From an optimization exercise on the open Yosys and OpenROAD flow, aimed at small area; shortcuts taken in it are not production practice.
Only simulation tests tie the RTL to the original design; equivalence was not proved.
The flow treats the clock pin as an ideal source, which a real chip does not have.
Power and IR drop assume default switching activity.

==> module ho2mx_rx_skid, before the edit <==
module ho2mx_rx_skid #(
    parameter int DATA_W = 512,
    parameter int USER_W = 10,
    parameter int CNT_W  = 32
) (
    input  logic                clk,
    input  logic                rst,
    input  logic                enq,
    input  logic [DATA_W-1:0]   in_data,
    input  logic [DATA_W/8-1:0] in_keep,
    input  logic                in_last,
    input  logic [USER_W-1:0]   in_user,
    output logic                full,
    output logic                out_valid,
    input  logic                out_ready,
    output logic [DATA_W-1:0]   out_data,
    output logic [DATA_W/8-1:0] out_keep,
    output logic                out_last,
    output logic [USER_W-1:0]   out_user,
    output logic [CNT_W-1:0]    pkt_cnt
);
    localparam int KEEP_W = DATA_W / 8;
    localparam int ENT_W  = DATA_W + KEEP_W + 1 + USER_W;
    logic [ENT_W-1:0] ent0_q, ent1_q, in_ent_s;
    logic             v0_q, v1_q;    
    logic             nf_q;          
    logic [CNT_W-1:0] pkt_cnt_q;
    logic             deq_s, take0_s, hold0_s, ld1_s, hold1_s;
    assign in_ent_s = {in_last, in_user, in_keep, in_data};
    assign deq_s    = v0_q && out_ready;
    assign hold0_s  = v0_q && !out_ready;
    assign take0_s  = !v0_q || out_ready;
    assign hold1_s  = v1_q;
    assign ld1_s    = nf_q;
    logic [ENT_W-1:0] ent0_d, ent1_d;
    ho2mx_rx_sel2 #(.W(ENT_W)) u_sel1 (
        .a(in_ent_s), .sa(ld1_s), .b(ent1_q), .sb(hold1_s), .y(ent1_d)
    );
    ho2mx_rx_sel2 #(.W(ENT_W)) u_sel0 (
        .a(ent1_d), .sa(take0_s), .b(ent0_q), .sb(hold0_s), .y(ent0_d)
    );
    always_ff @(posedge clk) begin
        ent0_q <= ent0_d;
        ent1_q <= ent1_d;
    end
    always_ff @(posedge clk or posedge rst) begin
        if (rst) begin
            v0_q      <= 1'b0;
            v1_q      <= 1'b0;
            nf_q      <= 1'b1;
            pkt_cnt_q <= {CNT_W{1'b0}};
        end else begin
            v0_q <= enq || v1_q || (v0_q && !out_ready);
            v1_q <= v0_q && (v1_q ? !out_ready : (enq && !out_ready));
            nf_q <= !(v0_q && (v1_q ? !out_ready : (enq && !out_ready)));
            if (deq_s && ent0_q[ENT_W-1]) begin
                pkt_cnt_q <= pkt_cnt_q + {{(CNT_W-1){1'b0}}, 1'b1};
            end
        end
    end
    assign full      = v1_q;
    assign out_valid = v0_q;
    assign out_data  = ent0_q[DATA_W-1:0];
    assign out_keep  = ent0_q[DATA_W +: KEEP_W];
    assign out_user  = ent0_q[DATA_W+KEEP_W +: USER_W];
    assign out_last  = ent0_q[ENT_W-1];
    assign pkt_cnt   = pkt_cnt_q;
endmodule
Settings: LEC_CHECK=0, CAP_MARGIN=20, CORE_AREA=5 5 675 675, DIE_AREA=0 0 680 680, SLEW_MARGIN=20, SYNTH_HIERARCHICAL=1, SYNTH_MINIMUM_KEEP_SIZE=0; clock period 5.0 ns.
standard.sh (not shown) runs the stock make flow with config.mk's settings and CLKGATE_MAP_FILE= SYNTH_SCRIPT=/design/flow/synth_recipe.tcl, a recipe that flattens the netlist after the stock synthesis.
==> flow/flow/run.sh <==
#!/bin/bash
set -euo pipefail
HERE=$(pwd)
export AREA_ABC_SCRIPT=$HERE/flow/area.abc
export BUFFER_PORTS_ARGS="-buffer_cell sky130_fd_sc_hd__buf_1"
sed "s#SYNTH_SCRIPT=[^ ]*#SYNTH_SCRIPT=$HERE/flow/synth.tcl#" standard.sh > own_standard.sh
grep -q "SYNTH_SCRIPT=$HERE/flow/synth.tcl" own_standard.sh

bash own_standard.sh place > make_place.log 2>&1

RES=$HERE/orfs/results/${FLOW_PLATFORM}/ho2mx_rx_splitter/base
BASE="-sink_clustering_enable -repair_clock_nets -dont_use_dummy_load"
CTS_ARGS="$BASE -buf_list {sky130_fd_sc_hd__clkbuf_8}"
BEST_AREA=""
for cand in "12 40" "11 40" "10 40" "9 40" "8 40" "8 30" "6 30"; do
  set -- $cand
  try="$BASE -buf_list {sky130_fd_sc_hd__clkbuf_8} -sink_clustering_buffer sky130_fd_sc_hd__clkbuf_4 -sink_clustering_size $1 -sink_clustering_max_diameter $2"
  log=$HERE/cts_try_${1}_${2}.log
  TRY_CTS_ARGS="$try" PLACE_ODB=$RES/3_place.odb PLACE_SDC=$RES/3_place.sdc \
    openroad -no_init -exit $HERE/flow/pick_cts.tcl > "$log" 2>&1 || continue
  read -r slew area < <(awk '/^PICK_CTS /{print $2, $3}' "$log") || continue
  [[ -n "${slew:-}" && -n "${area:-}" ]] || continue
  if awk -v s="$slew" 'BEGIN{exit !(s <= 0.105)}' &&
     { [[ -z "$BEST_AREA" ]] || awk -v a="$area" -v b="$BEST_AREA" 'BEGIN{exit !(a < b)}'; }; then
    BEST_AREA=$area
    CTS_ARGS="$try"
  fi
done
echo "chosen CTS_ARGS: $CTS_ARGS (clock buffer area ${BEST_AREA:-n/a})" > cts_choice.log
export CTS_ARGS

bash own_standard.sh finish > make.log 2>&1
Other scripts of this flow, unchanged in this note and not shown: flow/flow/area.abc, flow/flow/pick_cts.tcl, flow/flow/synth.tcl
The starting point finished with timing, DRC and antenna clean.
Next try:
--- a/flow/design.v
+++ b/flow/design.v
@@ -34,7 +34,6 @@
     localparam int ENT_W  = DATA_W + KEEP_W + 1 + USER_W;
     logic [ENT_W-1:0] ent0_q, ent1_q, in_ent_s;
     logic             v0_q, v1_q;    
-    logic             nf_q;          
     logic [CNT_W-1:0] pkt_cnt_q;
     logic             deq_s, take0_s, hold0_s, ld1_s, hold1_s;
     assign in_ent_s = {in_last, in_user, in_keep, in_data};
@@ -42,7 +41,7 @@
     assign hold0_s  = v0_q && !out_ready;
     assign take0_s  = !v0_q || out_ready;
     assign hold1_s  = v1_q;
-    assign ld1_s    = nf_q;
+    assign ld1_s    = !v1_q;
     logic [ENT_W-1:0] ent0_d, ent1_d;
     ho2mx_rx_sel2 #(.W(ENT_W)) u_sel1 (
         .a(in_ent_s), .sa(ld1_s), .b(ent1_q), .sb(hold1_s), .y(ent1_d)
@@ -58,12 +57,10 @@
         if (rst) begin
             v0_q      <= 1'b0;
             v1_q      <= 1'b0;
-            nf_q      <= 1'b1;
             pkt_cnt_q <= {CNT_W{1'b0}};
         end else begin
             v0_q <= enq || v1_q || (v0_q && !out_ready);
             v1_q <= v0_q && (v1_q ? !out_ready : (enq && !out_ready));
-            nf_q <= !(v0_q && (v1_q ? !out_ready : (enq && !out_ready)));
             if (deq_s && ent0_q[ENT_W-1]) begin
                 pkt_cnt_q <= pkt_cnt_q + {{(CNT_W-1){1'b0}}, 1'b1};
             end
Clock skew increases by 0.010 ns.
First-iteration DRC count shrinks slightly.
Die area does not change.
Setup slack gets worse by 0.047 ns.
Sequential cell count is lower by 2.
Critical path depth does not change.
Core utilization is about the same.


Another version of the RTL of ho2mx_rx_splitter (not shown whole).
Size: about 6200 cells after synthesis, roughly 2400 flip-flops, roughly 1800 I/O pins, about 77000 µm² of cells after synthesis.
==> module ho2mx_rx_sel3, before the edit <==
module ho2mx_rx_sel3 #(
    parameter int W = 1
) (
    input  logic [W-1:0] a,
    input  logic         sa,
    input  logic [W-1:0] b,
    input  logic         sb,
    input  logic [W-1:0] c,
    input  logic         sc,
    output logic [W-1:0] y
);
    assign y = ({W{sa}} & a) | ({W{sb}} & b) | ({W{sc}} & c);
endmodule
==> module ho2mx_rx_skid, before the edit <==
module ho2mx_rx_skid #(
    parameter int DATA_W = 512,
    parameter int USER_W = 10,
    parameter int CNT_W  = 32
) (
    input  logic                clk,
    input  logic                rst,
    input  logic                enq,
    input  logic [DATA_W-1:0]   in_data,
    input  logic [DATA_W/8-1:0] in_keep,
    input  logic                in_last,
    input  logic [USER_W-1:0]   in_user,
    output logic                full,
    output logic                out_valid,
    input  logic                out_ready,
    output logic [DATA_W-1:0]   out_data,
    output logic [DATA_W/8-1:0] out_keep,
    output logic                out_last,
    output logic [USER_W-1:0]   out_user,
    output logic [CNT_W-1:0]    pkt_cnt
);
    localparam int KEEP_W = DATA_W / 8;
    localparam int ENT_W  = DATA_W + KEEP_W + 1 + USER_W;
    logic [ENT_W-1:0] ent0_q, ent1_q, in_ent_s;
    logic             v0_q, v1_q;    
    logic             nf_q;          
    logic [CNT_W-1:0] pkt_cnt_q;
    logic             deq_s, ld0_in_s, ld0_e1_s, ld1_s, hold0_s, hold1_s;
    assign in_ent_s = {in_last, in_user, in_keep, in_data};
    assign deq_s    = v0_q && out_ready;
    assign ld0_e1_s = deq_s && v1_q;
    assign ld0_in_s = !v0_q || (out_ready && !v1_q);
    assign ld1_s    = nf_q;     
    assign hold0_s  = v0_q && !out_ready;
    assign hold1_s  = v1_q;
    logic [ENT_W-1:0] ent0_d, ent1_d;
    ho2mx_rx_sel3 #(.W(ENT_W)) u_sel0 (
        .a(in_ent_s), .sa(ld0_in_s), .b(ent1_q), .sb(ld0_e1_s), .c(ent0_q), .sc(hold0_s), .y(ent0_d)
    );
    ho2mx_rx_sel2 #(.W(ENT_W)) u_sel1 (
        .a(in_ent_s), .sa(ld1_s), .b(ent1_q), .sb(hold1_s), .y(ent1_d)
    );
    always_ff @(posedge clk) begin
        ent0_q <= ent0_d;
        ent1_q <= ent1_d;
    end
    always_ff @(posedge clk or posedge rst) begin
        if (rst) begin
            v0_q      <= 1'b0;
            v1_q      <= 1'b0;
            nf_q      <= 1'b1;
            pkt_cnt_q <= {CNT_W{1'b0}};
        end else begin
            v0_q <= enq || v1_q || (v0_q && !out_ready);
            v1_q <= v0_q && (v1_q ? !out_ready : (enq && !out_ready));
            nf_q <= !(v0_q && (v1_q ? !out_ready : (enq && !out_ready)));
            if (deq_s && ent0_q[ENT_W-1]) begin
                pkt_cnt_q <= pkt_cnt_q + {{(CNT_W-1){1'b0}}, 1'b1};
            end
        end
    end
    assign full      = v1_q;
    assign out_valid = v0_q;
    assign out_data  = ent0_q[DATA_W-1:0];
    assign out_keep  = ent0_q[DATA_W +: KEEP_W];
    assign out_user  = ent0_q[DATA_W+KEEP_W +: USER_W];
    assign out_last  = ent0_q[ENT_W-1];
    assign pkt_cnt   = pkt_cnt_q;
endmodule
clock: 5.0 ns
lec_check: 0
cap_margin: 20
core_area: 5 5 675 675
die_area: 0 0 680 680
slew_margin: 20
synth_hierarchical: 1
synth_minimum_keep_size: 0
==> flow/flow/run.sh <==
#!/bin/bash
# ORFS layout as standard.sh runs it, with three changes:
#  - synthesis maps logic with an area-oriented ABC script (flow/synth.tcl, flow/area.abc);
#  - ports get sky130_fd_sc_hd__buf_1 buffers;
#  - the clock tree uses clkbuf_8 above clusters of at most 10 registers, each driven by a
#    clkbuf_4, and no dummy loads.
set -euo pipefail
HERE=$(pwd)
export AREA_ABC_SCRIPT=$HERE/flow/area.abc
export BUFFER_PORTS_ARGS="-buffer_cell sky130_fd_sc_hd__buf_1"
export CTS_ARGS="-sink_clustering_enable -repair_clock_nets -dont_use_dummy_load -buf_list {sky130_fd_sc_hd__clkbuf_8} -sink_clustering_buffer sky130_fd_sc_hd__clkbuf_4 -sink_clustering_size 10 -sink_clustering_max_diameter 40"
sed "s#SYNTH_SCRIPT=[^ ]*#SYNTH_SCRIPT=$HERE/flow/synth.tcl#" standard.sh > own_standard.sh
grep -q "SYNTH_SCRIPT=$HERE/flow/synth.tcl" own_standard.sh
bash own_standard.sh > make.log 2>&1
==> flow/flow/area.abc <==
&get -n
&st
&dch
&nf -R 1000
&put
==> flow/flow/synth.tcl <==
# synth_recipe.tcl (the standard synthesis), with ABC's mapping script swapped for an
# area-oriented one (flow/area.abc). Everything else, including the flip-flop mapping, is unchanged.
proc synth {args} { yosys synth -nofsm -noshare {*}$args }
proc use_area_abc {n1 n2 op} {
  upvar #0 abc_args a
  set i [lsearch -exact $a -script]
  if { $i >= 0 && [lindex $a [expr {$i + 1}]] ne $::env(AREA_ABC_SCRIPT) } {
    lset a [expr {$i + 1}] $::env(AREA_ABC_SCRIPT)
  }
}
trace add variable ::abc_args write use_area_abc
source $::env(SCRIPTS_DIR)/synth.tcl
# left out here: clear keep_hierarchy, flatten, clean up, hide names made inside functions, write 1_2_yosys.v
==> next run, changes <==
--- a/flow/design.v
+++ b/flow/design.v
@@ -1,15 +1,2 @@
-module ho2mx_rx_sel3 #(
-    parameter int W = 1
-) (
-    input  logic [W-1:0] a,
-    input  logic         sa,
-    input  logic [W-1:0] b,
-    input  logic         sb,
-    input  logic [W-1:0] c,
-    input  logic         sc,
-    output logic [W-1:0] y
-);
-    assign y = ({W{sa}} & a) | ({W{sb}} & b) | ({W{sc}} & c);
-endmodule
 module ho2mx_rx_sel2 #(
     parameter int W = 1
@@ -50,18 +37,17 @@
     logic             nf_q;          
     logic [CNT_W-1:0] pkt_cnt_q;
-    logic             deq_s, ld0_in_s, ld0_e1_s, ld1_s, hold0_s, hold1_s;
+    logic             deq_s, take0_s, hold0_s, ld1_s, hold1_s;
     assign in_ent_s = {in_last, in_user, in_keep, in_data};
     assign deq_s    = v0_q && out_ready;
-    assign ld0_e1_s = deq_s && v1_q;
-    assign ld0_in_s = !v0_q || (out_ready && !v1_q);
-    assign ld1_s    = nf_q;     
     assign hold0_s  = v0_q && !out_ready;
+    assign take0_s  = !v0_q || out_ready;
     assign hold1_s  = v1_q;
+    assign ld1_s    = nf_q;
     logic [ENT_W-1:0] ent0_d, ent1_d;
-    ho2mx_rx_sel3 #(.W(ENT_W)) u_sel0 (
-        .a(in_ent_s), .sa(ld0_in_s), .b(ent1_q), .sb(ld0_e1_s), .c(ent0_q), .sc(hold0_s), .y(ent0_d)
-    );
     ho2mx_rx_sel2 #(.W(ENT_W)) u_sel1 (
         .a(in_ent_s), .sa(ld1_s), .b(ent1_q), .sb(hold1_s), .y(ent1_d)
+    );
+    ho2mx_rx_sel2 #(.W(ENT_W)) u_sel0 (
+        .a(ent1_d), .sa(take0_s), .b(ent0_q), .sb(hold0_s), .y(ent0_d)
     );
     always_ff @(posedge clk) begin
Core utilization is lower by 1.4 points.
Wire length is lower by 7.4%.
Hold slack is worse by 0.029 ns.
Non-clock buffer count is lower by 26.
Count of clock-buffer cells in the layout is lower by 9.
Area after synthesis is lower by 7.7%.
Sequential power is about the same.
Clock skew is higher by 0.031 ns.
Design area is lower by 6.5%.

## static timing again, ports no longer ideal
In the flow no input, the clock included, has a driving cell. The finished layouts below were timed again as built, in two steps. Step 1 assumes that a clkbuf_16 drives the clock port and a buf_2 every other input. Step 2, shift: input delay + t, output delay - t, t = (earliest + latest rising clock arrival at the registers) / 2. This alone moves slack from input paths to output paths. a / b / c = ideal / step 1 / step 2; a / b = the first two.
| run | t, ns | setup slack, ns | worst setup path at the end |
|---|---|---|---|
| the first run of note 1 | 1.096 | 1.278 / 1.181 / 1.390 | input to output |
| the second run of note 1 | 1.067 | 1.232 / 1.134 / 1.246 | input to output |
| the first run of note 2 | 1.099 | 1.245 / 1.165 / 1.165 | input to output |
| the second run of note 2 | 1.115 | 1.307 / 1.209 / 1.381 | input to output |
After both steps every run listed still meets setup and hold. The setup slack of the first run of note 2, which loses most, moves by -0.080 ns with the drivers and by -0.080 ns with both steps.
